This design comes from an exercise in tuning for small area, a short achievable clock period and few clock cycles per item on the open sky130 flow, not from production work.
Where RTL was checked, it was by simulation tests only, not by an equivalence proof against the original.
No functional check of the RTL was part of runs 1 and 2.

$ cat flow/run.sh
#!/bin/bash
# synth_recipe.tcl (not shown) runs the flow's synth.tcl, then flattens the netlist and writes it again
# the make line also repeats each setting of config.mk as NAME=value (left out here)
make -C /OpenROAD-flow-scripts/flow DESIGN_CONFIG=/design/flow/config.mk WORK_HOME=/design/flow/orfs CLKGATE_MAP_FILE= SYNTH_SCRIPT=/design/flow/synth_recipe.tcl finish
$ cat flow/config.mk
export PLATFORM = sky130hd
export DESIGN_NAME = scalar_kalman_filter
export DESIGN_NICKNAME = scalar_kalman_filter
export VERILOG_FILES = /design/flow/design.v
export SDC_FILE = /design/flow/constraint.sdc
export NUM_CORES = 4
export LEC_CHECK = 0
export CAP_MARGIN = 20
export CORE_MARGIN = 2
export CORE_UTILIZATION = 40
export SETUP_SLACK_MARGIN = 5
export SLEW_MARGIN = 20
$ cat flow/constraint.sdc
create_clock -name core_clock -period 11.0 [get_ports {clk_i}]
set_input_delay 2.2000 -clock core_clock [delete_from_list [all_inputs] [get_ports {clk_i}]]
set_output_delay 2.2000 -clock core_clock [all_outputs]
set_load 0.01 [all_outputs]
$ cat flow/design.v
package skf_pkg;
  localparam int unsigned DataW   = 32;
  localparam int unsigned CfgIdxW = 1;
  localparam logic [DataW-1:0] ProcessNoiseRst     = 32'd655;
  localparam logic [DataW-1:0] MeasurementNoiseRst = 32'd6554;
endpackage
module scalar_kalman_filter #(
  parameter int unsigned FRAC_BITS = 16
) (
  input  logic        clk_i,
  input  logic        rst_ni,
  input  logic        cfg_valid_i,
  output logic        cfg_ready_o,
  input  logic [0:0]  cfg_index_i,
  input  logic [31:0] cfg_data_i,
  input  logic        s_axis_tvalid,
  output logic        s_axis_tready,
  input  logic [31:0] s_axis_tdata,
  input  logic        s_axis_tuser,
  output logic        m_axis_tvalid,
  input  logic        m_axis_tready,
  output logic [31:0] m_axis_tdata
);
  localparam logic [32:0] RsRst = {1'b0, skf_pkg::MeasurementNoiseRst} + 33'h0_FFFF_FFFF;
  logic        prep_q, div_q, last_q, s2_q, hor;
  logic        prep_d, div_d, last_d;
  logic [2:0]  cnt_q;
  logic        cd_q, cl_q, cc_q, hfirst_q;
  logic        cd_d, cl_d, cc_d;
  logic [1:0]  lc_q;
  logic        conv_q, gv_q, pkv_q, hit_q, go_conv, start;
  logic [31:0] pk_q;
  logic [15:0] g_q;
  logic        th, tl, ph, pl;
  logic        tready_q, out_valid_q, primed_q, pone_q, pass_q, rz_q, force_q;
  logic [31:0] q_q;
  logic [32:0] rs_q;
  logic [32:0] zd_q;
  logic [31:0] pp_q;
  logic [32:0] den_q;
  logic [33:0] rem_q;
  logic        bh_q;
  logic [47:0] accp_q, accx_q;
  logic        stall, take, bhi, blo, s1, s2, sat;
  logic [31:0] p_cur, x_cur, pp_now;
  logic [33:0] rem1, rem2;
  logic [47:0] xa, xb, xc, xs, pa, pb, pc, ps;
  logic        xcin, pcin1, pcin2;
  assign cfg_ready_o   = 1'b1;
  assign s_axis_tready = tready_q;
  assign m_axis_tvalid = out_valid_q;
  assign m_axis_tdata  = accx_q[47:16];
  assign stall = out_valid_q && !m_axis_tready;
  assign take  = tready_q && s_axis_tvalid;
  assign start = take && !s_axis_tuser;
  assign p_cur = pone_q ? 32'h0001_0000 : (pkv_q ? pk_q : accp_q[47:16]);
  assign x_cur = accx_q[47:16];
  assign hor   = div_q || last_q;
  assign s1 = !rem_q[33];
  assign rem1 = (cd_q ? {1'b0, pp_q, 1'b0} : {rem_q[32:0], 1'b0}) + ({1'b0, den_q} ^ {34{s1}})
              + {33'd0, s1};
  assign s2   = !rem1[33];
  assign rem2 = {rem1[32:0], 1'b0} + ({1'b0, den_q} ^ {34{s2}}) + {33'd0, s2};
  assign bhi = bh_q && !force_q;
  assign blo = !rem_q[33] && !force_q;
  always_comb begin
    th = bhi;
    tl = blo;
    ph = 1'b0;
    pl = 1'b0;
    if (cl_q) begin
      case (lc_q)
        2'd0:    begin th = g_q[15]; tl = g_q[14]; ph = g_q[7]; pl = g_q[6]; end
        2'd1:    begin th = g_q[13]; tl = g_q[12]; ph = g_q[5]; pl = g_q[4]; end
        2'd2:    begin th = g_q[11]; tl = g_q[10]; ph = g_q[3]; pl = g_q[2]; end
        default: begin th = g_q[9];  tl = g_q[8];  ph = g_q[1]; pl = g_q[0]; end
      endcase
    end
  end
  always_comb begin
    xcin = 1'b0;
    xc   = 48'd0;
    if (prep_q) begin
      xa   = {16'd0, p_cur};
      xb   = {16'd0, q_q};
    end else if (cd_q) begin
      xa   = {{15{zd_q[32]}}, zd_q};
      xb   = ~{{16{x_cur[31]}}, x_cur};
      xcin = 1'b1;
    end else if (cc_q) begin
      xa   = {accx_q[39:0], 8'd0};
      xb   = accp_q;
    end else begin
      xa = hfirst_q ? {{14{x_cur[31]}}, x_cur, 2'b00} : {accx_q[45:0], 2'b00};
      xb = (s2_q && force_q) ? {{13{zd_q[32]}}, zd_q, 2'b00}
         : (th ? {{14{zd_q[32]}}, zd_q, 1'b0} : 48'd0);
      xc = tl ? {{15{zd_q[32]}}, zd_q} : 48'd0;
    end
  end
  skf_csadd #(.W(48)) u_xadd (
    .a_i(xa), .b_i(xb), .c_i(xc), .ci1_i(1'b0), .ci2_i(xcin), .s_o(xs)
  );
  always_comb begin
    pc    = 48'd0;
    pcin1 = 1'b0;
    pcin2 = 1'b0;
    if (prep_q) begin
      pa    = {14'd0, 2'b11, p_cur};
      pb    = {16'd0, q_q};
      pc    = {15'd0, rs_q};
      pcin2 = 1'b1;
    end else if (cl_q) begin
      pa    = hfirst_q ? 48'd0 : {accp_q[45:0], 2'b00};
      pb    = ph ? {{14{zd_q[32]}}, zd_q, 1'b0} : 48'd0;
      pc    = pl ? {{15{zd_q[32]}}, zd_q} : 48'd0;
    end else begin
      pa    = s2_q ? (rz_q ? 48'd0 : {14'd0, pp_q, 2'b00}) : {accp_q[45:0], 2'b00};
      pb    = bhi ? ~{15'd0, pp_q, 1'b0} : 48'd0;
      pc    = blo ? ~{16'd0, pp_q} : 48'd0;
      pcin1 = bhi;
      pcin2 = blo;
    end
  end
  skf_csadd #(.W(48)) u_padd (
    .a_i(pa), .b_i(pb), .c_i(pc), .ci1_i(pcin1), .ci2_i(pcin2), .s_o(ps)
  );
  assign sat    = xs[32];
  assign pp_now = sat ? 32'hFFFF_FFFF : xs[31:0];
  assign go_conv = conv_q || hit_q;
  assign prep_d = (start && !conv_q) || (prep_q && stall);
  assign cd_d   = (start && conv_q) || (prep_q && !stall) || (cd_q && stall);
  assign div_d  = (cd_q && !stall && !go_conv) || (div_q && (cnt_q != 3'd7));
  assign last_d = div_q && (cnt_q == 3'd7);
  assign cl_d   = (cd_q && !stall && go_conv) || (cl_q && (lc_q != 2'd3));
  assign cc_d   = cl_q && (lc_q == 2'd3);
  always_ff @(posedge clk_i or negedge rst_ni) begin
    if (!rst_ni) begin
      prep_q      <= 1'b0;
      div_q       <= 1'b0;
      last_q      <= 1'b0;
      s2_q        <= 1'b0;
      hit_q       <= 1'b0;
      cnt_q       <= 3'd0;
      cd_q        <= 1'b0;
      cl_q        <= 1'b0;
      cc_q        <= 1'b0;
      hfirst_q    <= 1'b0;
      lc_q        <= 2'd0;
      conv_q      <= 1'b0;
      gv_q        <= 1'b0;
      pkv_q       <= 1'b0;
      tready_q    <= 1'b1;
      out_valid_q <= 1'b0;
      primed_q    <= 1'b0;
      pone_q      <= 1'b1;
      pass_q      <= 1'b0;
      rz_q        <= 1'b0;
      force_q     <= 1'b0;
      q_q         <= skf_pkg::ProcessNoiseRst;
      rs_q        <= RsRst;
    end else begin
      prep_q   <= prep_d;
      div_q    <= div_d;
      last_q   <= last_d;
      s2_q     <= cd_q && !stall && !go_conv;
      hit_q    <= prep_q && gv_q && (pp_now == pp_q);
      cd_q     <= cd_d;
      cl_q     <= cl_d;
      cc_q     <= cc_d;
      hfirst_q <= cd_q && !stall;
      tready_q <= !prep_d && !div_d && !cd_d && !cl_d;
      cnt_q    <= div_q ? cnt_q + 3'd1 : 3'd1;
      lc_q     <= cl_q ? lc_q + 2'd1 : 2'd0;
      if (cd_q && !stall && hit_q) begin
        conv_q <= 1'b1;
        pkv_q  <= 1'b1;
      end
      if (last_q && !pass_q) begin
        pkv_q <= 1'b0;
        gv_q  <= !force_q;
      end
      if (cfg_valid_i) begin
        conv_q <= 1'b0;
        gv_q   <= 1'b0;
        if (cfg_index_i[0]) begin
          rs_q <= {1'b0, cfg_data_i} + 33'h0_FFFF_FFFF;
          rz_q <= (cfg_data_i == 32'd0);
        end else begin
          q_q <= cfg_data_i;
        end
      end
      if (last_q || cc_q)      out_valid_q <= 1'b1;
      else if (m_axis_tready)  out_valid_q <= 1'b0;
      if (take) begin
        if (s_axis_tuser) begin
          primed_q <= 1'b0;
          pone_q   <= 1'b1;
          conv_q   <= 1'b0;
          gv_q     <= 1'b0;
        end else begin
          primed_q <= 1'b1;
          pass_q   <= !primed_q;
          force_q  <= !primed_q || rz_q;
        end
      end
      if (prep_q && !stall && !pass_q) pone_q <= 1'b0;
    end
  end
  always_ff @(posedge clk_i) begin
    bh_q <= s2;
    rem_q <= {rem2[33] && !prep_q, rem2[32:0]};
    if (prep_q && !stall) begin
      den_q <= sat ? rs_q : ps[32:0];
      pp_q  <= pp_now;
    end
    if (tready_q) zd_q <= {s_axis_tdata[31], s_axis_tdata};
    else if (cd_q && !stall) zd_q <= xs[32:0];
    if (hor || cl_q || cc_q) accx_q <= xs;
    if ((hor && !pass_q) || cl_q) accp_q <= ps;
    if (hor) g_q <= {g_q[13:0], bh_q, !rem_q[33]};
    if (prep_q && !stall) pk_q <= p_cur;
  end
endmodule
module skf_csadd #(
  parameter int unsigned W = 32
) (
  input  logic [W-1:0] a_i,
  input  logic [W-1:0] b_i,
  input  logic [W-1:0] c_i,
  input  logic         ci1_i,
  input  logic         ci2_i,
  output logic [W-1:0] s_o
);
  logic [W-1:0] x, y;
  logic [W:0]   g, p;
  assign x = a_i ^ b_i ^ c_i;
  assign y = {(a_i[W-2:0] & b_i[W-2:0]) | (a_i[W-2:0] & c_i[W-2:0]) |
              (b_i[W-2:0] & c_i[W-2:0]), ci1_i};
  always_comb begin
    g = {x & y, ci2_i};
    p = {x ^ y, 1'b0};
    for (int d = 1; d <= W; d = d * 2) begin
      for (int i = 2 * d - 1; i <= W; i = i + 2 * d) begin
        g[i] = g[i] | (p[i] & g[i - d]);
        p[i] = p[i] & p[i - d];
      end
    end
    for (int d = 64; d >= 1; d = d / 2) begin
      for (int i = 3 * d - 1; i <= W; i = i + 2 * d) begin
        g[i] = g[i] | (p[i] & g[i - d]);
        p[i] = p[i] & p[i - d];
      end
    end
  end
  assign s_o = x ^ y ^ g[W-1:0];
endmodule
==> qor.csv, run 1 <==
stage,metric,value,unit
grt,largest net degree at the start of global routing,87,
yosys,Synth top area share,0.248,
timing,Final Setup Violations,0,
flow_run,Max Cap Viol,0,
timing,max-slew violation count,0,
clocking,CTS root buffer,clkbuf_16,
yosys,#FFs+latches synth,366,
finish,number of fill cells in the layout,6662,
floorplanning,# rows,99,
clocking,clock-pin slew on the worst setup and hold paths,70,ps
yosys,most area-consuming cells after synthesis,"edfxtp_1, fa_1, ha_1",
yosys,synthesized net count,3456,
yosys,asr flop ratio synth,0.243,
floorplanning,Ports,106,
timing,Final period util,0.568,
setup_path,Setup CP Type,flop to flop,
route,total number of vias,24607,
yosys,Post-synth EDFFs,242,
route,DR pass1 iterations,5,
finish,nets,3585,
yosys,YS warnings,2,
setup_path,Critical Path Start,lc_q[1]$_DFF_PN0_,
clocking,hold buffer count at cts,0,
floorplanning,Initial Utilization,0.403,
setup_path,"slowest stage delay, CP",580,ps
route,DRT Wirelength,105000,um
yosys,Mapped Cells,3076,
finish,non-filler cells in the finished layout,4197,
yosys,post-synth top area cell,edfxtp_1,
grt,gr usage total,0.274,
setup_path,CP Buf/Inv Count,6,
floorplanning,total core area,72700,um2
finish,layout cells sized above 1,0.174,
setup_path,critical path's slowest cell,fa_1,
setup_path,Critical Path AT,6740,ps
clocking,clock latency (worst-skew pair),580,ps
yosys,Synth cell types,75,
placement,Detail Placement HPWL,74500,um
setup_path,Setup crit end kind,flop,
clocking,CTS Buffer Depth,3,
placement,placed inst area,31100,um2
timing,final hold vios,0,
timing,Worst Tran Pin Value,1030,ps
timing,fin crit period,6250,ps
setup_path,FF-to-FF setup slack,4750,ps
route,DRC,0,
route,remaining antenna violation count after routing,0,
timing,relative slew slack,0.315,
finish,final instance area,35400,um2
route,Iter 0 DRT Violations,2365,
setup_path,Setup crit start kind,flop,
route,average wire per standard cell,24.9,um
timing,hold slack,446,ps
finish,Final Util,0.487,
hold_path,Min-Delay Path Class,flop to flop,
setup_path,crit path max fanout,7,
placement,dpl cells,3989,
setup_path,"Data required, critical path",11490,ps
timing,skew final,19.9,ps
floorplanning,die area,75500,um2
setup_path,CP top delay family,simple AND/OR/NAND/NOR gates,
timing,f_max,160,MHz
finish,Area Growth Syn to Fin,20.7,%
setup_path,Critical Path Most Common Cell,buf_12,
placement,port buffer count,104,
clocking,CTS HTree Levels,2,
clocking,clock buffer count from CTS,44,
finish,# diodes,0,
grt,initial antenna violation count,5,
outcome,outcome,"complete, no violations",
timing,RSZ-0062 raised after global routing,yes,
timing,total negative slack,0,ps
grt,Congestion Overflow GR,0,
yosys,sequential element share of the synthesized area,0.348,
grt,first-pass GRT wire length,154000,um
grt,vias in the first global route,23483,
yosys,syn_area_per_cell,9.53,um2
clocking,CTS tree,built,
yosys,Mapped Area,29300,um2
yosys,ys flop type,edfxtp_1,
placement,Final Wtd Congestion,1.00,
floorplanning,Die Ht,275,um
clocking,clock sinks,366,
route,routed vias/inst,5.86,
hold_path,Hold Startpoint,cnt_q[0]$_DFF_PN0_,
setup_path,R2R Path Start,lc_q[1]$_DFF_PN0_,
floorplanning,Die Wd,275,um
## sequential cells by signal (all words and copies together), names as in the netlist, 2 cells and up
register / cells
rem_q: 34
den_q: 33
lc_q: 2
accp_q: 48
q_q: 32
cnt_q: 3
accx_q: 48
pp_q: 32
zd_q: 33
g_q: 16
rs_q: 33
pk_q: 32
## layer usage
layer  track usage  vias to the layer above  routed length, um
li1              -                    11147                  -
met1         0.400                    12074              45700
met2         0.408                     1207              44700
met3        0.0512                      175              10500
met4        0.0898                        4               3670
met5             0                        -                 17
## Yosys cell counts (39+ instances only)
cell type / count
dfrtp_1: 73
ha_1: 166
xor2_1: 94
inv_1: 137
o21ai_0: 239
fa_1: 143
nand2b_1: 50
xnor2_1: 128
nand2_1: 409
clkbuf_1: 123
edfxtp_1: 242
o21a_1: 39
mux2i_1: 68
mux2_2: 86
a21o_1: 68
a21oi_1: 238
nor2_1: 190
## through the flow
| stage | worst slack, ps |
|---|---|
| CTS | 4710 |
| global placement | 3100 |
| floorplan | 5010 |
| detailed placement | 3000 |
| global route | 4530 |
| finish | 4750 |
## cells in the final DEF, fill, tap and decap left out, types with 18 or more instances in the layout
| cell type | instances |
|---|---|
| a21boi_0 | 32 |
| a21o_1 | 67 |
| a21oi_1 | 217 |
| a21oi_2 | 18 |
| a221o_1 | 36 |
| a31oi_1 | 29 |
| and2_1 | 30 |
| buf_12 | 20 |
| buf_4 | 110 |
| clkbuf_16 | 45 |
| clkdlybuf4s50_1 | 103 |
| dfrtp_1 | 64 |
| dfxtp_1 | 33 |
| edfxtp_1 | 242 |
| fa_1 | 136 |
| ha_1 | 132 |
| ha_4 | 29 |
| inv_1 | 132 |
| mux2_2 | 84 |
| mux2i_1 | 66 |
| nand2_1 | 399 |
| nand2b_1 | 44 |
| nand3_1 | 27 |
| nor2_1 | 186 |
| nor2b_1 | 33 |
| nor3_1 | 21 |
| o211ai_1 | 20 |
| o21a_1 | 39 |
| o21ai_0 | 208 |
| xnor2_1 | 119 |
| xor2_1 | 91 |
## timing repair
action / CTS / global route
gates resized for setup: 231 / 85
hold endpoints to repair: 0 / 0
gates cloned: 8 / 1
buffers inserted: 91 / 29
pin swaps: 97 / 68
setup endpoints to repair: 151 / 35
## path summary, 6_finish.rpt
check / to / cells past startpoint
max: hit_q$_DFF_PN0_ / 27
min: cnt_q[0]$_DFF_PN0_ / 1
max reg2reg: hit_q$_DFF_PN0_ / 27
min reg2reg: cnt_q[0]$_DFF_PN0_ / 1
max in group asynchronous: cc_q$_DFF_PN0_ / 2
min in group asynchronous: q_q[30]$_DFFE_PN0P_ / 1
## cell families after synthesis
group	after synthesis	synth area share
AOI/OAI and AO/OA	829	0.178
xor gates and xnor gates	223	0.0673
adders and majority gates	309	0.168
buffers and inverters	320	0.0457
DFF	366	0.348
muxes	154	0.0562
other	1	0.000128
and+or+nand+nor	874	0.136
## cell type report
| type | count | area [um2] | share of cell area |
|---|---|---|---|
| sequential | 366 | 10200 | 0.289 |
| timing repair buffer | 265 | 2830 | 0.0799 |
| tap | 959 | 1200 | 0.0339 |
| clock buffer | 55 | 1200 | 0.0340 |
| multi-input combinational | 2391 | 19100 | 0.541 |
| inverter | 137 | 520 | 0.0147 |
| clock inverter | 24 | 259 | 0.00732 |
==> run 2: changes to the inputs <==
--- a/flow/design.v
+++ b/flow/design.v
@@ -30,4 +30,3 @@
   logic [1:0]  lc_q;
-  logic        conv_q, gv_q, pkv_q, hit_q, go_conv, start;
-  logic [31:0] pk_q;
+  logic        conv_q, gv_q, pkv_q, hit_q, go_conv, start, nx_q, hold0;
   logic [15:0] g_q;
@@ -46,3 +45,4 @@
   logic [33:0] rem1, rem2;
-  logic [47:0] xa, xb, xc, xs, pa, pb, pc, ps;
+  logic [47:0] xa, xb, xc, xs;
+  logic [48:0] pa, pb, pc, ps;
   logic        xcin, pcin1, pcin2;
@@ -55,3 +55,3 @@
   assign start = take && !s_axis_tuser;
-  assign p_cur = pone_q ? 32'h0001_0000 : (pkv_q ? pk_q : accp_q[47:16]);
+  assign p_cur = pone_q ? 32'h0001_0000 : (pkv_q ? den_q[31:0] : accp_q[47:16]);
   assign x_cur = accx_q[47:16];
@@ -103,3 +103,3 @@
   always_comb begin
-    pc    = 48'd0;
+    pc    = 49'd0;
     pcin1 = 1'b0;
@@ -107,14 +107,20 @@
     if (prep_q) begin
-      pa    = {14'd0, 2'b11, p_cur};
-      pb    = {16'd0, q_q};
-      pc    = {15'd0, rs_q};
+      pa    = {15'd0, 2'b11, p_cur};
+      pb    = {17'd0, q_q};
+      pc    = {16'd0, rs_q};
+      pcin2 = 1'b1;
+    end else if (cc_q) begin
+      pa    = {zd_q[31], zd_q[31:0], 16'hFFFF};
+      pb    = ~{accx_q[39], accx_q[39:0], 8'd0};
+      pc    = ~{accp_q[47], accp_q};
+      pcin1 = 1'b1;
       pcin2 = 1'b1;
     end else if (cl_q) begin
-      pa    = hfirst_q ? 48'd0 : {accp_q[45:0], 2'b00};
-      pb    = ph ? {{14{zd_q[32]}}, zd_q, 1'b0} : 48'd0;
-      pc    = pl ? {{15{zd_q[32]}}, zd_q} : 48'd0;
+      pa    = hfirst_q ? 49'd0 : {1'b0, accp_q[45:0], 2'b00};
+      pb    = ph ? {{15{zd_q[32]}}, zd_q, 1'b0} : 49'd0;
+      pc    = pl ? {{16{zd_q[32]}}, zd_q} : 49'd0;
     end else begin
-      pa    = s2_q ? (rz_q ? 48'd0 : {14'd0, pp_q, 2'b00}) : {accp_q[45:0], 2'b00};
-      pb    = bhi ? ~{15'd0, pp_q, 1'b0} : 48'd0;
-      pc    = blo ? ~{16'd0, pp_q} : 48'd0;
+      pa    = s2_q ? (rz_q ? 49'd0 : {15'd0, pp_q, 2'b00}) : {1'b0, accp_q[45:0], 2'b00};
+      pb    = bhi ? ~{16'd0, pp_q, 1'b0} : 49'd0;
+      pc    = blo ? ~{17'd0, pp_q} : 49'd0;
       pcin1 = bhi;
@@ -123,3 +129,3 @@
   end
-  skf_csadd #(.W(48)) u_padd (
+  skf_csadd #(.W(49)) u_padd (
     .a_i(pa), .b_i(pb), .c_i(pc), .ci1_i(pcin1), .ci2_i(pcin2), .s_o(ps)
@@ -130,6 +136,7 @@
   assign prep_d = (start && !conv_q) || (prep_q && stall);
-  assign cd_d   = (start && conv_q) || (prep_q && !stall) || (cd_q && stall);
+  assign cd_d   = (start && conv_q && !cl_q) || (prep_q && !stall) || (cd_q && stall);
   assign div_d  = (cd_q && !stall && !go_conv) || (div_q && (cnt_q != 3'd7));
   assign last_d = div_q && (cnt_q == 3'd7);
-  assign cl_d   = (cd_q && !stall && go_conv) || (cl_q && (lc_q != 2'd3));
+  assign hold0  = cl_q && (lc_q == 2'd0) && stall;
+  assign cl_d   = (cd_q && !stall && go_conv) || (cl_q && (lc_q != 2'd3)) || (cc_q && nx_q);
   assign cc_d   = cl_q && (lc_q == 2'd3);
@@ -148,2 +155,3 @@
       lc_q        <= 2'd0;
+      nx_q        <= 1'b0;
       conv_q      <= 1'b0;
@@ -169,6 +177,8 @@
       cc_q     <= cc_d;
-      hfirst_q <= cd_q && !stall;
-      tready_q <= !prep_d && !div_d && !cd_d && !cl_d;
+      hfirst_q <= (cd_q && !stall) || (cc_q && nx_q) || hold0;
+      tready_q <= !prep_d && !div_d && !cd_d && !(cl_d && !(cl_q && (lc_q == 2'd2)))
+                  && !(cc_d && start);
+      nx_q     <= cc_d && start;
       cnt_q    <= div_q ? cnt_q + 3'd1 : 3'd1;
-      lc_q     <= cl_q ? lc_q + 2'd1 : 2'd0;
+      lc_q     <= (cl_q && !hold0) ? lc_q + 2'd1 : 2'd0;
       if (cd_q && !stall && hit_q) begin
@@ -214,2 +224,4 @@
       pp_q  <= pp_now;
+    end else if (cd_q && !stall && hit_q) begin
+      den_q <= {1'b0, p_cur};
     end
@@ -217,6 +229,6 @@
     else if (cd_q && !stall) zd_q <= xs[32:0];
-    if (hor || cl_q || cc_q) accx_q <= xs;
-    if ((hor && !pass_q) || cl_q) accp_q <= ps;
+    else if (cc_q && nx_q) zd_q <= ps[48:16];
+    if (hor || (cl_q && !hold0) || cc_q) accx_q <= xs;
+    if ((hor && !pass_q) || (cl_q && !hold0)) accp_q <= ps[47:0];
     if (hor) g_q <= {g_q[13:0], bh_q, !rem_q[33]};
-    if (prep_q && !stall) pk_q <= p_cur;
   end
==> run 2 against run 1 <==
Effect of this change:
- setup slack worse by 350 ps
- critical path depth increased by 4
- cell count increased by 5.6%
- synthesized area grew 1.4%
- synthesized cell count increased by 7.5%
- flip-flop and latch count fell by 31
- non-clock buffer count is 36 higher
- cell area up 2.5%
- worst hold slack better by 2.3 ps
- core utilization is 0.78 points higher
- global-route usage increased by 5.3 points
- still clean on timing, DRC and antenna
==> qor.csv, run 2 <==
stage,metric,value,unit
clocking,CTS Buffer Depth,3,
finish,layout cells sized above 1,0.187,
yosys,most area-consuming cells after synthesis,"edfxtp_1, fa_1, ha_1",
route,total number of vias,27429,
floorplanning,# rows,99,
yosys,cell with the most instances after synthesis,nand2_1,
finish,nets,3817,
setup_path,Setup CP Type,flop to flop,
setup_path,R2R Path Start,lc_q[0]$_DFF_PN0_,
yosys,Synth cell types,83,
floorplanning,total core area,73300,um2
grt,gr usage total,0.327,
yosys,sequential element share of the synthesized area,0.312,
floorplanning,Initial Utilization,0.405,
finish,Area Growth Syn to Fin,22.0,%
yosys,Post-synth EDFFs,210,
setup_path,Critical Path AT,7110,ps
route,DRC,0,
flow_run,Max Cap Viol,0,
route,top sig layer,met5,
clocking,CTS HTree Levels,2,
yosys,Mapped Cells,3308,
floorplanning,die area,76500,um2
yosys,ys flop type,edfxtp_1,
route,routed vias/inst,6.19,
hold_path,Min-Delay Path Class,flop to flop,
setup_path,reg-to-reg endpoint,hit_q$_DFF_PN0_,
hold_path,Hold EP,g_q[2]$_DFFE_PN_,
route,Iter 0 DRT Violations,3420,
yosys,Synth top area share,0.212,
setup_path,"slowest stage delay, CP",600,ps
finish,Multi-input gate area,20600,um2
floorplanning,Die Ht,277,um
finish,number of fill cells in the layout,6915,
setup_path,Critical Path Most Common Cell,buf_12,
timing,relative slew slack,0.259,
route,DR pass1 iterations,8,
timing,max-slew violation count,0,
grt,initial antenna violation count,6,
clocking,clock sinks,335,
grt,largest net degree at the start of global routing,96,
setup_path,R2R depth,31,
setup_path,critical path's slowest cell,fa_1,
timing,skew final,24.3,ps
route,DRT Wirelength,129000,um
timing,Final Setup Violations,0,
clocking,CTS root buffer,clkbuf_16,
yosys,commonest cells in the netlist,"nand2_1, o21ai_0, a21oi_1",
floorplanning,Ports,106,
finish,"commonest non-fill, non-tap cell in the layout",nand2_1,
floorplanning,Die Wd,277,um
placement,Detail Placement HPWL,91300,um
setup_path,"Data required, critical path",11510,ps
yosys,synthesized net count,3690,
placement,port buffer count,104,
route,met2 wire length,51800,um
timing,final hold vios,0,
setup_path,crit path max fanout,6,
timing,Worst Tran Pin Value,1100,ps
timing,Final period util,0.601,
yosys,Mapped Area,29700,um2
yosys,asr flop ratio synth,0.269,
yosys,post-synth top area cell,edfxtp_1,
route,WL met3,17100,um
finish,largest registers,"accp_q: 48 flops, accx_q: 48 flops, rem_q: 34 flops",
yosys,syn_area_per_cell,8.99,um2
grt,Congestion Overflow GR,0,
finish,most frequent cells in the layout,"nand2_1, o21ai_0, a21oi_1",
timing,total negative slack,0,ps
route,average wire per standard cell,29.0,um
setup_path,Setup crit end kind,flop,
clocking,hold buffer count at cts,0,
grt,vias in the first global route,26153,
timing,fin crit period,6610,ps
hold_path,Hold Startpoint,g_q[0]$_DFFE_PN_,
yosys,YS warnings,3,
setup_path,Setup crit start kind,flop,
outcome,outcome,"complete, no violations",
timing,RSZ-0062 raised after global routing,yes,
route,met1 wire length,50500,um
hold_path,Hold Path Stages,0,
setup_path,FF-to-FF setup slack,4390,ps
placement,Final Wtd Congestion,1.05,
timing,f_max,151,MHz
clocking,CTS tree,built,
clocking,clock buffer count from CTS,42,
yosys,#FFs+latches synth,335,
clocking,clock-pin slew on the worst setup and hold paths,60,ps
route,remaining antenna violation count after routing,0,
finish,register area,9300,um2
clocking,clock latency (worst-skew pair),600,ps
grt,first-pass GRT wire length,184000,um
-- run 2: area by class of cell --
cell class              instances  area share
multi-input cells            2581       0.567
flip-flops and latches        335       0.256
repair buffers                301      0.0862
clock buffers                  56      0.0333
well taps                     959      0.0331
inverters                     174      0.0183
clock inverters                22     0.00566
diodes                          3    0.000207
-- run 2: worst max-delay path by stage --
stage / startpoint / end / slack, ps / cells after the start
2_1_floorplan: cd_q$_DFF_PN0_ / rem_q[32]$_DFF_P_ / 5010 / 30
3_3_place_gp: prep_q$_DFF_PN0_ / zd_q[32]$_DFFE_PP_ / 3030 / 24
3_5_place_dp: cl_q$_DFF_PN0_ / hit_q$_DFF_PN0_ / 3020 / 26
4_1_cts: lc_q[1]$_DFF_PN0_ / hit_q$_DFF_PN0_ / 4480 / 30
5_1_grt: lc_q[1]$_DFF_PN0_ / hit_q$_DFF_PN0_ / 4180 / 31
6_report: lc_q[0]$_DFF_PN0_ / hit_q$_DFF_PN0_ / 4390 / 31
-- run 2: per-stage QoR --
step                hold slack, ps  std cells  setup WS [ps]  utilization  area [um2]
floorplan                      416       3308           5010            -       29900
global placement               433       4194           3030        0.430       31500
detailed placement             431       4194           3020        0.430       31500
CTS                            448       4388           4480        0.483       35400
global route                   455       4429           4180        0.494       36300
finish                         448       4431           4390        0.495       36300
-- run 2: cells by family (layout without fill, tap and decap cells) --
logic type,after synthesis,after routing,share of synthesized area
fa+ha+maj,311,311,0.167
simple gates,840,842,0.127
compound gates,1030,1030,0.210
flops,335,335,0.312
xor+xnor,237,238,0.0709
buf+inv,395,553,0.0548
mux,159,159,0.0567
other cells,1,4,0.000126
-- run 2: timing repair --
action | 4_1_cts | 5_1_grt
endpoints found under the setup margin | 185 | 89
pin swaps | 103 | 114
gates cloned | 11 | 1
resized for setup | 254 | 121
setup buffers | 105 | 39
-- run 2: worst max-delay path: cells and delay by family, from the launching register on --
kind	cells	cell delay, ps
AND/OR/NAND/NOR	12	2260
adder cells (fa/ha/maj)	4	1300
XOR/XNOR	2	300
AO/OA/AOI/OAI	5	1070
buffers and inverters	8	1080
flip-flops	1	470
-- run 2: routing by layer --
layer  vias up  GRT usage
li1      12005          -
met1     13207      0.442
met2      1825      0.469
met3       390     0.0992
met4         2      0.172
met5         -          0
==> run 3: changes to the inputs <==
--- a/flow/design.v
+++ b/flow/design.v
@@ -30,3 +30,4 @@
   logic [1:0]  lc_q;
-  logic        conv_q, gv_q, pkv_q, hit_q, go_conv, start, nx_q, hold0;
+  logic        conv_q, gv_q, pkv_q, hit_q, go_conv, start, nx_q, hold0, hit_d;
+  logic [32:0] eq_a, eq_b, eq_k, eq_c;
   logic [15:0] g_q;
@@ -134,2 +135,7 @@
   assign pp_now = sat ? 32'hFFFF_FFFF : xs[31:0];
+  assign eq_a = {1'b0, p_cur};
+  assign eq_b = {1'b0, q_q};
+  assign eq_k = {1'b0, pp_q};
+  assign eq_c = {(eq_a[31:0] & eq_b[31:0]) | ((eq_a[31:0] | eq_b[31:0]) & ~eq_k[31:0]), 1'b0};
+  assign hit_d = gv_q && ((&(~(eq_a ^ eq_b ^ eq_k ^ eq_c))) || (sat && (&pp_q)));
   assign go_conv = conv_q || hit_q;
@@ -173,3 +179,3 @@
       s2_q     <= cd_q && !stall && !go_conv;
-      hit_q    <= prep_q && gv_q && (pp_now == pp_q);
+      hit_q    <= prep_q && hit_d;
       cd_q     <= cd_d;
==> run 3 against run 2 <==
Effect of this change:
- core utilization fell by 0.64 points
- fmax decreased by 0.75%
- critical endpoint is now zd_q[32]$_DFFE_PP_
- clock skew is 14 ps higher
- cell count increased by 2.7%
- critical path type unchanged
- global-route usage is 0.52 points higher
- worst hold slack worse by 2.4 ps
- cell area is 2.6% higher
- setup slack lost 50 ps
- first-iteration DRC count grew 15%
- non-clock buffer count fell by 23
==> qor.csv, run 3 <==
stage,metric,value,unit
outcome,outcome,"complete, no violations",
setup_path,reg-to-reg endpoint,zd_q[32]$_DFFE_PP_,
floorplanning,# rows,101,
yosys,commonest cells in the netlist,"a21oi_1, nand2_1, inv_1",
yosys,synthesized net count,3796,
clocking,CTS root buffer,clkbuf_16,
floorplanning,Ports,106,
finish,largest registers,"accp_q: 48 flops, accx_q: 48 flops, rem_q: 34 flops",
timing,max-slew violation count,0,
hold_path,Min-Delay Path Class,flop to flop,
clocking,CTS HTree Levels,2,
yosys,Mapped Cells,3382,
grt,gr usage total,0.332,
hold_path,Hold Path Stages,1,
clocking,clock buffer count from CTS,44,
setup_path,Critical Path AT,6970,ps
finish,number of fill cells in the layout,7178,
yosys,Synth cell types,82,
placement,Detail Placement HPWL,94100,um
route,average wire per standard cell,29.9,um
timing,fin crit period,6660,ps
timing,Final period util,0.605,
yosys,asr flop ratio synth,0.269,
setup_path,"Data required, critical path",11310,ps
setup_path,Critical Path Most Common Cell,a21o_1,
yosys,#FFs+latches synth,335,
placement,pre-CTS WS,2990,ps
timing,final hold vios,0,
clocking,hold buffer count at cts,0,
hold_path,Hold EP,cnt_q[0]$_DFF_PN0_,
setup_path,Setup crit start kind,flop,
finish,most frequent cells in the layout,"a21oi_1, nand2_1, inv_1",
yosys,YS warnings,3,
clocking,CTS tree,built,
timing,skew final,38.3,ps
clocking,clock sinks,335,
finish,"commonest non-fill, non-tap cell in the layout",a21oi_1,
route,DRC,0,
yosys,Mapped Area,30900,um2
yosys,ys flop type,edfxtp_1,
setup_path,R2R depth,31,
setup_path,"slowest stage delay, CP",450,ps
floorplanning,Die Ht,282,um
finish,layout cells sized above 1,0.181,
yosys,Post-synth EDFFs,210,
setup_path,Setup crit end kind,flop,
finish,nets,3895,
yosys,sequential element share of the synthesized area,0.301,
timing,Worst Slack Setup Final,4340,ps
timing,Worst Tran Pin Value,958,ps
timing,f_max,150,MHz
grt,initial antenna violation count,7,
clocking,clock latency (worst-skew pair),620,ps
floorplanning,Die Wd,282,um
setup_path,FF-to-FF setup slack,4340,ps
placement,Final Wtd Congestion,0.993,
clocking,CTS Buffer Depth,3,
route,total number of vias,28530,
setup_path,R2R Path Start,lc_q[1]$_DFF_PN0_,
floorplanning,Initial Utilization,0.405,
timing,Final Setup Violations,0,
yosys,most area-consuming cells after synthesis,"edfxtp_1, fa_1, ha_1",
yosys,Synth top area share,0.204,
finish,Final Util,0.488,
route,remaining antenna violation count after routing,0,
setup_path,Setup CP Type,flop to flop,
timing,total negative slack,0,ps
grt,largest net degree at the start of global routing,80,
route,Iter 0 DRT Violations,3940,
timing,RSZ-0062 raised after global routing,yes,
route,DRT Wirelength,136000,um
floorplanning,die area,79400,um2
placement,port buffer count,104,
setup_path,critical path's slowest cell,fa_1,
setup_path,crit path max fanout,8,
flow_run,Max Cap Viol,0,
yosys,syn_area_per_cell,9.12,um2
hold_path,Hold Startpoint,cnt_q[0]$_DFF_PN0_,
timing,relative slew slack,0.358,
finish,Area Growth Syn to Fin,20.5,%
grt,vias in the first global route,26872,
grt,first-pass GRT wire length,190000,um
yosys,post-synth top area cell,edfxtp_1,
yosys,cell with the most instances after synthesis,a21oi_1,
clocking,clock-pin slew on the worst setup and hold paths,60,ps
route,routed vias/inst,6.27,
floorplanning,total core area,76200,um2
grt,Congestion Overflow GR,0,
route,DR pass1 iterations,9,
==> run 3: cell families (layout without fill, tap and decap cells) <==
| logic type | Yosys count | after routing | share of synthesized area |
|---|---|---|---|
| compound gates | 1026 | 1026 | 0.210 |
| xor+xnor | 237 | 238 | 0.0754 |
| fa+ha+maj | 343 | 343 | 0.182 |
| buf+inv | 536 | 669 | 0.0700 |
| flops | 335 | 335 | 0.301 |
| mux | 141 | 141 | 0.0487 |
| other cells | 1 | 3 | 0.000122 |
| simple gates | 763 | 764 | 0.113 |
==> run 3: worst max path at each step <==
| stage | start | slack [ps] | depth (start not counted) | endpoint |
|---|---|---|---|---|
| CTS | lc_q[0]$_DFF_PN0_ | 4440 | 30 | zd_q[32]$_DFFE_PP_ |
| detailed placement | cd_q$_DFF_PN0_ | 2990 | 22 | den_q[9]$_DFFE_PP_ |
| global route | lc_q[1]$_DFF_PN0_ | 4190 | 29 | zd_q[32]$_DFFE_PP_ |
| finish | lc_q[1]$_DFF_PN0_ | 4340 | 31 | zd_q[32]$_DFFE_PP_ |
| global placement | prep_q$_DFF_PN0_ | 3110 | 26 | zd_q[32]$_DFFE_PP_ |
| floorplan | cd_q$_DFF_PN0_ | 5000 | 30 | rem_q[32]$_DFF_P_ |
==> run 3: layer usage <==
layer | routed length, um | vias to the layer above | global-route usage
met2 | 56100 | 1875 | 0.485
met1 | 52100 | 13925 | 0.438
li1 | - | 12182 | -
met4 | 9870 | 10 | 0.179
met3 | 18000 | 538 | 0.104
met5 | 68 | - | 0
==> run 3: through the flow <==
step,cells,area (um2),hold slack (ps)
global route,4547,37200,456
floorplan,3382,31100,416
CTS,4501,35900,447
finish,4549,37200,446
global placement,4343,32900,430
detailed placement,4343,32900,434
==> run 3: timing repair <==
action,4_1_cts,5_1_grt
setup buffers,66,38
endpoints found under the setup margin,191,123
resized for setup,145,170
pin swaps,73,49
cloned,10,8
==> run 3: area by class of cell <==
| type | count | area [um2] | area share |
|---|---|---|---|
| repair buffers | 278 | 3030 | 0.0814 |
| clock inverters | 20 | 151 | 0.00407 |
| flip-flops and latches | 335 | 9300 | 0.250 |
| diodes | 2 | 5.00 | 0.000135 |
| repair inverters | 1 | 5.00 | 0.000135 |
| well taps | 1030 | 1290 | 0.0346 |
| clock buffers | 62 | 1280 | 0.0345 |
| multi-input cells | 2513 | 21000 | 0.564 |
| inverters | 308 | 1180 | 0.0316 |
==> run 3: critical path, delay by kind of cell, from the launching register on <==
kind | cells | cell delay [ps]
and+or+nand+nor | 1 | 210
buffers and inverters | 6 | 810
xor gates and xnor gates | 4 | 590
adders and majority gates | 4 | 1200
DFF | 1 | 420
AOI/OAI and AO/OA | 16 | 3110
Testbench counts of run 3, summed over its fixed seeds: cycles 9,297, items 1,600.
==> run 4: changes to the inputs <==
--- a/flow/design.v
+++ b/flow/design.v
@@ -34,2 +34,4 @@
   logic        th, tl, ph, pl;
+  logic [3:0]  lb_q, lb_d;
+  logic [1:0]  lc_n;
   logic        tready_q, out_valid_q, primed_q, pone_q, pass_q, rz_q, force_q;
@@ -67,15 +69,13 @@
   always_comb begin
-    th = bhi;
-    tl = blo;
-    ph = 1'b0;
-    pl = 1'b0;
-    if (cl_q) begin
-      case (lc_q)
-        2'd0:    begin th = g_q[15]; tl = g_q[14]; ph = g_q[7]; pl = g_q[6]; end
-        2'd1:    begin th = g_q[13]; tl = g_q[12]; ph = g_q[5]; pl = g_q[4]; end
-        2'd2:    begin th = g_q[11]; tl = g_q[10]; ph = g_q[3]; pl = g_q[2]; end
-        default: begin th = g_q[9];  tl = g_q[8];  ph = g_q[1]; pl = g_q[0]; end
-      endcase
-    end
-  end
+    case (lc_n)
+      2'd0:    lb_d = {g_q[15], g_q[14], g_q[7], g_q[6]};
+      2'd1:    lb_d = {g_q[13], g_q[12], g_q[5], g_q[4]};
+      2'd2:    lb_d = {g_q[11], g_q[10], g_q[3], g_q[2]};
+      default: lb_d = {g_q[9],  g_q[8],  g_q[1], g_q[0]};
+    endcase
+  end
+  assign th = cl_q ? lb_q[3] : bhi;
+  assign tl = cl_q ? lb_q[2] : blo;
+  assign ph = lb_q[1];
+  assign pl = lb_q[0];
   always_comb begin
@@ -148,2 +148,3 @@
   assign cc_d   = cl_q && (lc_q == 2'd3);
+  assign lc_n   = (cl_q && !hold0) ? lc_q + 2'd1 : 2'd0;
   always_ff @(posedge clk_i or negedge rst_ni) begin
@@ -188,3 +189,3 @@
       cnt_q    <= div_q ? cnt_q + 3'd1 : 3'd1;
-      lc_q     <= (cl_q && !hold0) ? lc_q + 2'd1 : 2'd0;
+      lc_q     <= lc_n;
       if (cd_q && !stall && hit_q) begin
@@ -239,2 +240,3 @@
     if (hor) g_q <= {g_q[13:0], bh_q, !rem_q[33]};
+    lb_q <= lb_d;
   end
@@ -252,3 +254,2 @@
   logic [W-1:0] x, y;
-  logic [W:0]   g, p;
   assign x = a_i ^ b_i ^ c_i;
@@ -256,19 +257,3 @@
               (b_i[W-2:0] & c_i[W-2:0]), ci1_i};
-  always_comb begin
-    g = {x & y, ci2_i};
-    p = {x ^ y, 1'b0};
-    for (int d = 1; d <= W; d = d * 2) begin
-      for (int i = 2 * d - 1; i <= W; i = i + 2 * d) begin
-        g[i] = g[i] | (p[i] & g[i - d]);
-        p[i] = p[i] & p[i - d];
-      end
-    end
-    for (int d = 64; d >= 1; d = d / 2) begin
-      for (int i = 3 * d - 1; i <= W; i = i + 2 * d) begin
-        g[i] = g[i] | (p[i] & g[i - d]);
-        p[i] = p[i] & p[i - d];
-      end
-    end
-  end
-  assign s_o = x ^ y ^ g[W-1:0];
+  assign s_o = x + y + {{(W-1){1'b0}}, ci2_i};
 endmodule
--- a/flow/config.mk
+++ b/flow/config.mk
@@ -9,3 +9,3 @@
 export CORE_MARGIN = 2
-export CORE_UTILIZATION = 40
+export CORE_UTILIZATION = 30
 export SETUP_SLACK_MARGIN = 5
==> run 4 against run 3 <==
Effect of this change:
- still clean
- register-to-register slack improved by 570 ps
- synthesized cell count increased by 9.3%
- non-clock buffer count decreased by 56
- count of clock-buffer cells in the layout decreased by 2
- core utilization decreased by 14 points
- wire length increased by 1.2%
- setup slack improved by 570 ps
- cell count increased by 13%
- highest routed layer unchanged
==> qor.csv, run 4 <==
stage,metric,value,unit
timing,Final period util,0.554,
finish,non-filler cells in the finished layout,5149,
finish,Final Util,0.353,
setup_path,Setup CP Type,flop to flop,
route,routed vias/inst,5.85,
yosys,most area-consuming cells after synthesis,"edfxtp_1, fa_1, ha_1",
yosys,Post-synth EDFFs,210,
grt,largest net degree at the start of global routing,89,
yosys,Synth top area share,0.198,
grt,initial antenna violation count,5,
setup_path,Setup crit end kind,flop,
yosys,cell with the most instances after synthesis,nand2_1,
yosys,sequential element share of the synthesized area,0.294,
clocking,hold buffer count at cts,0,
timing,relative slew slack,0.235,
grt,Congestion Overflow GR,0,
yosys,syn_area_per_cell,8.61,um2
placement,Final Wtd Congestion,0.997,
floorplanning,Ports,106,
grt,vias in the first global route,28550,
clocking,clock-pin slew on the worst setup and hold paths,60,ps
clocking,CTS tree,built,
finish,"commonest non-fill, non-tap cell in the layout",nand2_1,
timing,total negative slack,0,ps
yosys,Synth cell types,77,
route,DRT Wirelength,138000,um
grt,gr usage total,0.247,
timing,max-slew violation count,0,
hold_path,Min-Delay Path Class,flop to flop,
yosys,asr flop ratio synth,0.265,
yosys,Mapped Cells,3696,
finish,nets,4093,
placement,port buffer count,104,
timing,skew final,42.8,ps
clocking,CTS Buffer Depth,3,
yosys,#FFs+latches synth,339,
timing,f_max,164,MHz
route,Iter 0 DRT Violations,4018,
yosys,commonest cells in the netlist,"nand2_1, a21oi_1, o21ai_0",
route,DR pass1 iterations,6,
finish,most frequent cells in the layout,"nand2_1, a21oi_1, o21ai_0",
timing,Final Setup Violations,0,
clocking,clock latency (worst-skew pair),610,ps
setup_path,Critical Path AT,6550,ps
finish,layout cells sized above 1,0.122,
clocking,CTS root buffer,clkbuf_16,
floorplanning,die area,109000,um2
yosys,Mapped Area,31800,um2
finish,largest registers,"accp_q: 48 flops, accx_q: 48 flops, rem_q: 34 flops",
clocking,CTS HTree Levels,2,
finish,number of fill cells in the layout,10706,
placement,dpl cells,4990,
timing,fin crit period,6090,ps
yosys,synthesized net count,4065,
floorplanning,Die Ht,330,um
floorplanning,Initial Utilization,0.302,
outcome,outcome,"complete, no violations",
timing,RSZ-0062 raised after global routing,yes,
route,remaining antenna violation count after routing,0,
route,DRC,0,
timing,Worst Tran Pin Value,1140,ps
setup_path,Setup crit start kind,flop,
setup_path,crit path max fanout,7,
floorplanning,# rows,119,
placement,Detail Placement HPWL,102000,um
route,total number of vias,30118,
route,average wire per standard cell,26.8,um
yosys,YS warnings,1,
floorplanning,Die Wd,330,um
setup_path,"Data required, critical path",11460,ps
yosys,post-synth top area cell,edfxtp_1,
flow_run,Max Cap Viol,0,
yosys,ys flop type,edfxtp_1,
floorplanning,total core area,105000,um2
finish,Area Growth Syn to Fin,16.8,%
grt,first-pass GRT wire length,199000,um
timing,final hold vios,0,
clocking,clock sinks,339,
clocking,clock buffer count from CTS,44,
-- run 4: changes by cell type in the layout (fill, tap and decap cells not counted), moves of 30 or more --
cell     delta
o21ai_0   +122
nand2_1    +84
xnor2_1    +75
nor2_1     +30
buf_4      -39
inv_1      -76
fa_1       -33
a21oi_1    +76
-- run 4: worst max-delay path, cell delays in order, from the launching register on --
cell	delay, ps
dfrtp_4	550
buf_12	170
buf_4	130
buf_6	130
mux2_2	290
ha_4	240
o211a_1	240
a221o_1	330
o31a_1	300
a2111o_1	410
a311oi_2	230
o21bai_2	130
xnor2_4	250
buf_12	190
xnor2_4	130
inv_2	50
fa_2	350
nor2b_2	130
o21ai_2	100
a21boi_4	250
o21ai_4	110
a31oi_4	230
o21ai_2	110
a211oi_4	270
nor3_2	90
o31ai_1	260
a21oi_1	110
xnor2_1	130
-- run 4: final timing paths --
check	from	endpoint	slack, ps	cells after the start
min	cnt_q[0]$_DFF_PN0_	cnt_q[0]$_DFF_PN0_	440	1
max	cd_q$_DFF_PN0_	rem_q[30]$_DFF_P_	4910	27
max reg2reg	cd_q$_DFF_PN0_	rem_q[30]$_DFF_P_	4910	27
min reg2reg	cnt_q[0]$_DFF_PN0_	cnt_q[0]$_DFF_PN0_	440	1
max in group asynchronous	rst_ni	q_q[27]$_DFFE_PN0P_	8440	2
min in group asynchronous	rst_ni	nx_q$_DFF_PN0_	1450	1
-- run 4: cell families (layout without fill, tap and decap cells) --
logic type | Yosys count | in the layout | share of synthesized area
flip-flops | 339 | 339 | 0.294
multiplexers | 151 | 151 | 0.0504
other | 1 | 2 | 0.000118
AND/OR/NAND/NOR | 928 | 929 | 0.132
buffers and inverters | 466 | 526 | 0.0598
adder cells (fa/ha/maj) | 298 | 298 | 0.148
AO/OA/AOI/OAI | 1236 | 1236 | 0.238
XOR/XNOR | 277 | 277 | 0.0769
-- run 4: final cells by class --
cell class / instances / area, um2 / share of cell area
Inverter: 224 / 858 / 0.0231
Clock inverter: 19 / 170 / 0.00458
Clock buffer: 60 / 1270 / 0.0341
Timing Repair inverter: 1 / 5.00 / 0.000135
Tap cell: 1391 / 1740 / 0.0468
Multi-Input combinational cell: 2892 / 21400 / 0.577
Timing Repair Buffer: 222 / 2310 / 0.0620
Antenna cell: 1 / 2.50 / 0.0000673
Sequential cell: 339 / 9380 / 0.252
-- run 4: timing repair --
action,4_1_cts,5_1_grt
resized for setup,90,102
setup buffers,47,25
pin swaps,37,33
cloned,7,0
setup endpoints to repair,177,110
-- run 4: layer usage --
| metal | routed length (um) | track usage |
|---|---|---|
| met5 | 57 | 0 |
| met4 | 8180 | 0.117 |
| met3 | 15900 | 0.0652 |
| met2 | 56700 | 0.359 |
| met1 | 56900 | 0.340 |
-- run 4: stage by stage --
step                setup WS (ps)  hold slack (ps)  instance area [um2]
floorplan                    5020              416                32000
global placement             3270              427                34000
detailed placement           3100              432                34000
CTS                          4960              443                36400
global route                 4670              456                37200
finish                       4910              438                37200
Testbench counts of run 4, summed over its fixed seeds: cycles 9,297, items 1,600.
==> run 5: changes to the inputs <==
--- a/flow/config.mk
+++ b/flow/config.mk
@@ -9,3 +9,3 @@
 export CORE_MARGIN = 2
-export CORE_UTILIZATION = 30
+export CORE_UTILIZATION = 50
 export SETUP_SLACK_MARGIN = 5
==> run 5 against run 4 <==
Effect of this change:
- first-iteration DRC count rose by 15%
- die area fell by 40%
- via count rose by 3.9%
- global-route usage rose by 18 points
- critical path type unchanged
- worst hold slack barely moved
- setup slack got worse by 120 ps
- synthesized area did not move
- synthesized cell count did not move
- cell area rose by 0.51%
==> qor.csv, run 5 <==
stage,metric,value,unit
outcome,outcome,"complete, no violations",
yosys,sequential element share of the synthesized area,0.294,
route,Iter 0 DRT Violations,4620,
yosys,Synth top area share,0.198,
finish,Final Util,0.593,
timing,RSZ-0062 raised after global routing,yes,
finish,layout cells sized above 1,0.139,
clocking,clock sinks,339,
grt,vias in the first global route,29394,
setup_path,Critical Path Most Common Cell,buf_12,
route,remaining antenna violation count after routing,0,
timing,fin crit period,6210,ps
yosys,cell with the most instances after synthesis,nand2_1,
clocking,clock latency (worst-skew pair),630,ps
setup_path,Setup crit end kind,flop,
placement,port buffer count,104,
hold_path,Min-Delay Path Class,flop to flop,
timing,final hold vios,0,
yosys,post-synth top area cell,edfxtp_1,
placement,Final Wtd Congestion,1.01,
clocking,CTS tree,built,
yosys,asr flop ratio synth,0.265,
placement,Detail Placement HPWL,103000,um
setup_path,crit path max fanout,8,
timing,f_max,161,MHz
yosys,YS warnings,1,
clocking,CTS HTree Levels,2,
clocking,clock buffer count from CTS,43,
yosys,commonest cells in the netlist,"nand2_1, a21oi_1, o21ai_0",
clocking,hold buffer count at cts,0,
yosys,Mapped Area,31800,um2
yosys,syn_area_per_cell,8.61,um2
grt,Congestion Overflow GR,0,
finish,Area Growth Syn to Fin,17.4,%
timing,Worst Tran Pin Value,1250,ps
timing,Final Setup Violations,0,
route,DRT Wirelength,145000,um
floorplanning,die area,65700,um2
yosys,synthesized net count,4065,
timing,skew final,48.8,ps
timing,Final period util,0.564,
timing,max-slew violation count,0,
finish,largest registers,"accp_q: 48 flops, accx_q: 48 flops, rem_q: 34 flops",
grt,initial antenna violation count,4,
floorplanning,Initial Utilization,0.505,
setup_path,Critical Path AT,6660,ps
flow_run,Max Cap Viol,0,
floorplanning,Ports,106,
finish,most frequent cells in the layout,"nand2_1, a21oi_1, o21ai_0",
grt,largest net degree at the start of global routing,91,
route,average wire per standard cell,31.1,um
yosys,#FFs+latches synth,339,
route,total number of vias,31299,
setup_path,Setup CP Type,flop to flop,
setup_path,"slowest stage delay, CP",570,ps
yosys,Post-synth EDFFs,210,
grt,gr usage total,0.424,
clocking,clock-pin slew on the worst setup and hold paths,60,ps
grt,first-pass GRT wire length,204000,um
clocking,CTS Buffer Depth,3,
yosys,ys flop type,edfxtp_1,
yosys,Synth cell types,77,
setup_path,Setup crit start kind,flop,
yosys,most area-consuming cells after synthesis,"edfxtp_1, fa_1, ha_1",
floorplanning,Die Ht,256,um
finish,"commonest non-fill, non-tap cell in the layout",nand2_1,
floorplanning,Die Wd,256,um
timing,total negative slack,0,ps
floorplanning,# rows,92,
route,routed vias/inst,6.71,
finish,nets,4149,
route,DR pass1 iterations,7,
route,DRC,0,
floorplanning,total core area,63000,um2
setup_path,"Data required, critical path",11450,ps
yosys,Mapped Cells,3696,
clocking,CTS root buffer,clkbuf_16,
timing,relative slew slack,0.160,
setup_path,critical path's slowest cell,dfrtp_4,
## run 5: final timing paths
check / start / endpoint / slack, ps / cells after the start
setup / recovery: cd_q$_DFF_PN0_ / rem_q[33]$_DFF_P_ / 4790 / 28
hold / removal: cnt_q[0]$_DFF_PN0_ / cnt_q[0]$_DFF_PN0_ / 440 / 1
setup reg to reg: cd_q$_DFF_PN0_ / rem_q[33]$_DFF_P_ / 4790 / 28
hold reg to reg: cnt_q[0]$_DFF_PN0_ / cnt_q[0]$_DFF_PN0_ / 440 / 1
max in group asynchronous: rst_ni / q_q[30]$_DFFE_PN0P_ / 8230 / 2
min in group asynchronous: rst_ni / cnt_q[0]$_DFF_PN0_ / 1530 / 1
## run 5: cell type report
type | instances | area (um2)
fillers | 5475 | 25600
flip-flops and latches | 339 | 9380
well taps | 846 | 1060
clock inverters | 23 | 313
multi-input cells | 2893 | 21600
diodes | 3 | 7.51
clock buffers | 57 | 1210
inverters | 224 | 881
repair buffers | 279 | 2930
## run 5: logic make-up (layout without fill, tap and decap cells)
kind of cell | Yosys count | after routing | synth area share
compound gates | 1236 | 1236 | 0.238
xor+xnor | 277 | 277 | 0.0769
fa+ha+maj | 298 | 298 | 0.148
buf+inv | 466 | 583 | 0.0598
flops | 339 | 339 | 0.294
mux | 151 | 151 | 0.0504
other cells | 1 | 4 | 0.000118
simple gates | 928 | 930 | 0.132
## run 5: critical path, delay by kind of cell, from the launching register on
kind / cells / cell delay [ps]
and+or+nand+nor: 4 / 340
buffers and inverters: 4 / 690
muxes: 1 / 320
DFF: 1 / 570
adders and majority gates: 2 / 530
xor gates and xnor gates: 4 / 650
AOI/OAI and AO/OA: 13 / 2900
## run 5: per-layer routing
metal	vias up	wire [um]	part of all wire	GRT usage
met3	445	21500	0.15	0.147
li1	13354	-	-	-
met2	2432	57200	0.39	0.583
met5	-	37	0.00025	0
met4	4	8550	0.059	0.201
met1	15064	57900	0.40	0.592
## run 5: metrics by stage
step	cell area (um2)	worst slack, ps	hold slack (ps)	instances
CTS	36200	4880	443	4594
finish	37400	4790	439	4664
detailed placement	33300	2910	433	4440
global route	37300	4660	456	4661
global placement	33300	3100	429	4440
floorplan	32000	5020	416	3696
## run 5: what timing repair did
item                       CTS  global route
pin swaps                   63            49
buffers inserted            66            63
resized for setup          129           109
setup endpoints to repair  192           128
gates cloned                 8             4
==> run 6: changes to the inputs <==
--- a/flow/config.mk
+++ b/flow/config.mk
@@ -9,3 +9,3 @@
 export CORE_MARGIN = 2
-export CORE_UTILIZATION = 50
+export CORE_UTILIZATION = 40
 export SETUP_SLACK_MARGIN = 5
==> run 6 against run 5 <==
Effect of this change:
- worst hold slack got worse by 1.2 ps
- largest cell class unchanged
- fmax rose by 1.6%
- setup slack improved by 100 ps
- via count fell by 5.3%
- non-clock buffer count fell by 82
- count of clock-buffer cells in the layout rose by 8
- cell count rose by 2.5%
- wire length fell by 8.8%
- clock skew fell by 12 ps
- die area rose by 25%
- cell area fell by 3.3%
- highest routed layer unchanged
- critical path depth fell by 2
==> qor.csv, run 6 <==
stage,metric,value,unit
clocking,clock buffer count from CTS,45,
yosys,ys flop type,edfxtp_1,
route,routed vias/inst,6.20,
grt,largest net degree at the start of global routing,97,
floorplanning,# rows,103,
yosys,Synth cell types,77,
flow_run,Max Cap Viol,0,
outcome,outcome,"complete, no violations",
yosys,Synth Area in XOR/XNOR,0.0769,
finish,"commonest non-fill, non-tap cell in the layout",nand2_1,
grt,first-pass GRT wire length,192000,um
floorplanning,Initial Utilization,0.403,
timing,Final period util,0.555,
finish,most frequent cells in the layout,"nand2_1, a21oi_1, o21ai_0",
yosys,sequential element share of the synthesized area,0.294,
hold_path,Min-Delay Path Class,flop to flop,
route,DRC,0,
yosys,YS warnings,1,
timing,Worst Tran Pin Value,1120,ps
setup_path,Worst Setup EP,rem_q[33]$_DFF_P_,
floorplanning,total core area,78900,um2
grt,vias in the first global route,28136,
setup_path,Critical Path AT,6560,ps
placement,dpl cells,4649,
clocking,clock sinks,339,
setup_path,reg-to-reg endpoint,rem_q[33]$_DFF_P_,
finish,non-filler cells in the finished layout,4782,
setup_path,R2R Path Start,cd_q$_DFF_PN0_,
clocking,CTS HTree Levels,2,
setup_path,crit path max fanout,7,
grt,initial antenna violation count,2,
yosys,most area-consuming cells after synthesis,"edfxtp_1, fa_1, ha_1",
timing,RSZ-0062 raised after global routing,yes,
route,average wire per standard cell,27.7,um
timing,total negative slack,0,ps
yosys,post-synthesis mux area share,0.0504,
clocking,clock-pin slew on the worst setup and hold paths,60,ps
route,remaining antenna violation count after routing,0,
placement,Final Wtd Congestion,0.999,
timing,Worst Slack Setup Final,4890,ps
clocking,clock latency (worst-skew pair),620,ps
yosys,Synth Area in Simple Gates,0.132,
yosys,synthesized net count,4065,
finish,largest registers,"accp_q: 48 flops, accx_q: 48 flops, rem_q: 34 flops",
floorplanning,Die Ht,286,um
yosys,cell with the most instances after synthesis,nand2_1,
setup_path,Setup crit start kind,flop,
timing,fin crit period,6110,ps
timing,final hold vios,0,
yosys,largest family of logic cells by synthesized area,compound AO/OA/AOI/OAI gates,
setup_path,Setup CP Type,flop to flop,
yosys,#FFs+latches synth,339,
setup_path,Critical Path Start,cd_q$_DFF_PN0_,
grt,Congestion Overflow GR,0,
route,total number of vias,29643,
setup_path,Setup crit end kind,flop,
floorplanning,Die Wd,286,um
floorplanning,Ports,106,
yosys,asr flop ratio synth,0.265,
timing,f_max,164,MHz
placement,pre-CTS WS,3280,ps
yosys,Synth top area share,0.198,
yosys,Mapped Area,31800,um2
timing,Final Setup Violations,0,
route,DR pass1 iterations,6,
finish,Area Growth Syn to Fin,13.6,%
grt,gr usage total,0.316,
clocking,CTS root buffer,clkbuf_16,
timing,hold slack,437,ps
timing,max-slew violation count,0,
finish,nets,4068,
setup_path,FF-to-FF setup slack,4890,ps
clocking,CTS Buffer Depth,3,
yosys,syn_area_per_cell,8.61,um2
clocking,CTS tree,built,
yosys,post-synth top area cell,edfxtp_1,
route,Iter 0 DRT Violations,3857,
yosys,Mapped Cells,3696,
route,DRT Wirelength,132000,um
timing,skew final,36.8,ps
setup_path,"Data required, critical path",11450,ps
yosys,Post-synth EDFFs,210,
yosys,commonest cells in the netlist,"nand2_1, a21oi_1, o21ai_0",
timing,relative slew slack,0.245,
setup_path,R2R depth,26,
floorplanning,die area,81800,um2
yosys,Synth Area in Compound Gates,0.238,
finish,# diodes,0,
yosys,area share of fa/ha/maj cells after synthesis,0.148,
finish,layout cells sized above 1,0.103,
placement,port buffer count,104,
placement,Detail Placement HPWL,98400,um
[run 6: how the worst min path moves through the flow]
| stage | from | end | cells past startpoint |
|---|---|---|---|
| finish | cnt_q[0]$_DFF_PN0_ | cnt_q[0]$_DFF_PN0_ | 1 |
| global route | g_q[13]$_DFFE_PN_ | g_q[15]$_DFFE_PN_ | 0 |
| CTS | cnt_q[0]$_DFF_PN0_ | cnt_q[0]$_DFF_PN0_ | 1 |
| detailed placement | g_q[13]$_DFFE_PN_ | g_q[15]$_DFFE_PN_ | 0 |
| global placement | g_q[2]$_DFFE_PN_ | g_q[4]$_DFFE_PN_ | 0 |
| floorplan | cnt_q[0]$_DFF_PN0_ | cnt_q[0]$_DFF_PN0_ | 1 |
[run 6: logic make-up (layout without fill, tap and decap cells)]
logic type | Yosys count | in the layout
AOI/OAI and AO/OA | 1236 | 1236
xor gates and xnor gates | 277 | 277
adders and majority gates | 298 | 298
buffers and inverters | 466 | 501
DFF | 339 | 339
muxes | 151 | 151
other | 1 | 1
and+or+nand+nor | 928 | 929
[run 6: worst max-delay path, stage by stage, from the launching register on]
cell and delay (ps):
dfrtp_4 510, buf_12 170, buf_4 130, mux2_2 260, ha_1 370, o211a_1 170, a221o_1 340, o31a_1 330
a2111o_1 480, a311oi_2 280, o21bai_2 150, xnor2_4 260, buf_4 200, buf_16 130, xnor2_1 70, ha_2 370
o21a_1 130, o21a_1 160, nand3_2 120, o21ai_2 310, a31oi_4 150, a21oi_2 210, nand4_1 110, nand4b_1 160
xnor2_1 160, xnor2_1 140, nor2_1 60
[run 6: timing repair]
item / 4_1_cts / 5_1_grt
gates resized for setup: 71 / 62
endpoints found under the setup margin: 163 / 86
cloned: 2 / 2
hold buffers: 0 / 0
setup buffers: 27 / 22
pin swaps: 27 / 36
[run 6: final cells by class]
cell class	instances	area [um2]
clock inverters	15	141
well taps	1050	1310
flip-flops and latches	339	9380
fillers	7787	42700
clock buffers	65	1330
multi-input cells	2892	21100
repair buffers	197	2030
inverters	224	852
[run 6: metal layers]
layer,global-route usage,up-vias,wire length (um)
met5,0,-,22
met4,0.143,4,7190
met3,0.0879,344,17400
met2,0.450,1813,53500
met1,0.445,14298,54200
li1,-,13184,-
[run 6: through the flow]
stage                     instance area [um2]   util
after floorplan                         32000      -
after global placement                  33600  0.426
after detailed placement                33600  0.426
after CTS                               35600  0.452
after global routing                    36100  0.458
final                                   36100  0.458

[separate check: timing with driven ports]
The results above use ideal ports. As a check the final layouts listed here were re-extracted and re-timed, cells and wires unchanged. Step 1 (the two cells are an assumption about what drives the block):
set clk [get_ports {clk_i}]
set_driving_cell -lib_cell sky130_fd_sc_hd__clkbuf_16 $clk
set_driving_cell -lib_cell sky130_fd_sc_hd__buf_2 [delete_from_list [all_inputs] $clk]
Step 2 moves the port delays by t, midway between the first and last clock arrival at a register: inputs arrive t later, outputs are due t later. That takes back most of the time a late clock gives input paths. Three values: ideal, step 1, step 2; two values: the first two.
| run | t (ns) | setup slack, ns | worst setup path after step 2 | clock arrival spread, ns | slew at the worst register clock pin (ns) |
|---|---|---|---|---|---|
| run 1 | 0.636 | 4.748 / 4.748 / 4.748 | register to register | 0.020 / 0.020 | 0.07 / 0.07 |
| run 2 | 0.656 | 4.394 / 4.394 / 4.394 | register to register | 0.024 / 0.024 | 0.07 / 0.07 |
| run 3 | 0.672 | 4.344 / 4.344 / 4.344 | register to register | 0.038 / 0.038 | 0.07 / 0.07 |
| run 4 | 0.659 | 4.911 / 4.911 / 4.911 | register to register | 0.043 / 0.043 | 0.07 / 0.07 |
| run 5 | 0.674 | 4.794 / 4.794 / 4.794 | register to register | 0.049 / 0.049 | 0.07 / 0.07 |
| run 6 | 0.663 | 4.895 / 4.895 / 4.895 | register to register | 0.036 / 0.037 | 0.07 / 0.07 |
After both steps every run listed still meets setup and hold.
